Source: an optimization exercise on an open RTL-to-GDS flow (aim: small area and a short achievable clock period). Production flows keep margins and buffers that such runs may drop. In this exercise RTL edits were held to simulation tests only and were not proved equivalent to the original. Power figures rest on the tool's default switching activity, not on a simulated workload.

==> build 39 <==
Design mips_datapath, start of the top module:
module mips_datapath (
  input  logic             clk,
  input  logic             rst_n,
  input  logic             run,
  output logic [29:0]      inst_mem_addr,
  input  logic [31:0]      inst_mem_data,
  output logic [5:0]       opcode,
  output logic [5:0]       fcode,
  input  logic [13:0]      ctrl,
  output logic             data_mem_we,
  output logic [3:0]       data_mem_be,
  output logic [29:0]      data_mem_addr,
  output logic [31:0]      data_mem_wdata,
  input  logic [31:0]      data_mem_rdata
);
  logic       c_write_reg, c_write_mem, c_alu_or_mem, c_mem_partial;
  logic [1:0] c_mem_op;
  logic       c_alu_src_b;
  logic [3:0] c_alu_op;
  logic       c_reg_dst;
  logic [1:0] c_imm_ext;
  assign {c_write_reg, c_write_mem, c_alu_or_mem, c_mem_partial, c_mem_op,
          c_alu_src_b, c_alu_op, c_reg_dst, c_imm_ext} = ctrl;
  logic [29:0] pc;
  logic [31:0] inst_d;
  logic        stall;
  logic        advance;
  assign advance       = run && !stall;
  assign inst_mem_addr = pc;
  always_ff @(posedge clk) begin
    if (!rst_n) begin
      pc     <= '0;
      inst_d <= '0;
    end else if (advance) begin
      pc     <= pc + 30'd1;
      inst_d <= inst_mem_data;
    end
  end
  logic [4:0]  rs_d, rt_d, rd_d;
  assign opcode = inst_d[31:26];
  assign fcode  = inst_d[5:0];
  assign rs_d   = inst_d[25:21];
  assign rt_d   = inst_d[20:16];
  assign rd_d   = inst_d[15:11];
  logic        ex_write_reg, ex_write_mem, ex_alu_or_mem, ex_mem_partial;
  logic [1:0]  ex_mem_op;
  logic [15:0] ex_imm;                       
  logic [31:0] ex_a;
  logic [4:0]  ex_dst;
  logic        ex_a_fwd;                     
  logic        ex_b_fwd;                     
  logic        ex_b_res, ex_b_res_n;         
  logic        ex_b_reg;                     
  logic        ex_b_imm_lo, ex_b_imm_hi;     
  logic        ex_b_fill_lo, ex_b_fill_hi;   
  logic [31:0] ex_bx;                        
  logic [2:0]  ex_x0_sel, ex_x1_sel;          
  logic        ex_sel_slt, ex_sel_sltu, ex_sel_shr, ex_sel_shl;
  logic        ex_sub, ex_sh_arith;
  logic        ex_sh_res, ex_sh_res_rev;     
  ...
export LEC_CHECK = 0
export CAP_MARGIN = 20
export CORE_MARGIN = 2
export CORE_UTILIZATION = 55
export CTS_CLUSTER_DIAMETER = 90
export CTS_CLUSTER_SIZE = 25
export SETUP_SLACK_MARGIN = 3.1
export SLEW_MARGIN = 20
export SYNTH_HIERARCHICAL = 1
export SYNTH_MINIMUM_KEEP_SIZE = 0
create_clock -name core_clock -period 6.0 [get_ports {clk}]
run.sh (not shown) runs the stock make flow with config.mk's settings and CLKGATE_MAP_FILE= SYNTH_SCRIPT=/design/flow/synth_recipe.tcl, a recipe that flattens the netlist after the stock synthesis.
==> trial 98 (differences from build 39) <==
CORE_UTILIZATION = 45   (was 55)
SETUP_SLACK_MARGIN = 3.0   (was 3.1)
==> trial 92 (differences from build 39) <==
CTS_CLUSTER_DIAMETER = 100   (was 90)
CTS_CLUSTER_SIZE = 30   (was 25)
SETUP_SLACK_MARGIN = 3.0   (was 3.1)
==> trial 89 (differences from build 39) <==
SETUP_SLACK_MARGIN = 3.0   (was 3.1)
==> qor summary <==
item	trial 92	build 39	trial 98	trial 89
Run status	no timing/DRC/antenna violations	no timing/DRC/antenna violations	no timing/DRC/antenna violations	no timing/DRC/antenna violations
Utilization after layout	63.8%	65.1%	53.0%	64.7%
Critical path depth in cells	16	12	13	9
Core Rows	120	120	132	120
CTS clock-pin slew for the worst setup and hold paths	0.11 ns	0.10 ns	0.10 ns	0.10 ns
Startpoint of the lowest-slack register-to-register path	ex_b_res	mem_result[15]	ex_b_res	byp_1
Reg2reg setup slack	2.87 ns	2.89 ns	2.87 ns	2.95 ns
Die outline area	110,000 sq um	110,000 sq um	134,000 sq um	110,000 sq um
Global-route met2 utilization	64.4%	64.7%	55.1%	64.1%
Static Leak	21.8 nW	22.4 nW	21.8 nW	22.1 nW
Worst hold margin	0.480 ns	0.475 ns	0.473 ns	0.478 ns
Arrival @ worst endpoint	3.57 ns	3.53 ns	3.65 ns	3.44 ns
WHS Endpoint	inst_d[26]	inst_d[31]	inst_d[31]	inst_d[26]
Total length of routed wires	246,000 um	249,000 um	264,000 um	249,000 um
Die span in y	331 um	331 um	366 um	331 um
Clock latency on the worst-skew pair	0.76 ns	0.71 ns	0.77 ns	0.77 ns
DRC violation total after the first TritonRoute iteration	11,500	10,900	11,900	11,400
Total clock buffers created by CTS	50	66	60	60
Non-CTS buffers	560	596	550	592
Post-CTS setup buffer count	133	163	147	143
Final critical-path share of the clock period	52.1%	51.8%	52.1%	50.8%
Die span in x	331 um	331 um	366 um	331 um
Cell Int Power	13.1 mW	13.7 mW	13.4 mW	13.5 mW
Tap cell count	1,403	1,403	1,742	1,403
Design Power	18.7 mW	19.7 mW	19.2 mW	19.2 mW
Most frequent cell on the critical path	-	mux2i_1	a21oi_2	buf_4
Met3 Resource Use GR	12.6%	14.8%	15.0%	12.9%

==> separate check: timing with driven ports <==
The results above use ideal ports. As a check the final layouts listed here were re-extracted and re-timed, cells and wires unchanged.
Step 1 assumes that a clkbuf_16 drives the clock port and a buf_2 every other input.
Step 2, shift: input delay + t, output delay - t, t = (earliest + latest rising clock arrival at the registers) / 2. This alone moves slack from input paths to output paths.
Three values: no drivers, after step 1, after step 2; two values: the first two.
run	t (ns)	slack for setup (ns)	hold slack, ns	slew at the worst register clock pin (ns)
build 39	0.753	2.890 / 2.829 / 2.222	0.475 / 0.475 / 0.475	0.10 / 0.10
trial 98	0.813	2.871 / 2.871 / 2.157	0.473 / 0.473 / 0.473	0.11 / 0.11
trial 92	0.803	2.875 / 2.660 / 2.113	0.480 / 0.480 / 0.480	0.12 / 0.12
trial 89	0.796	2.950 / 2.663 / 2.098	0.478 / 0.478 / 0.478	0.11 / 0.11
After both steps setup and hold are still met in every run listed. For trial 89, which loses most, drivers alone change the setup slack by -0.287 ns; drivers and shift together by -0.852 ns.
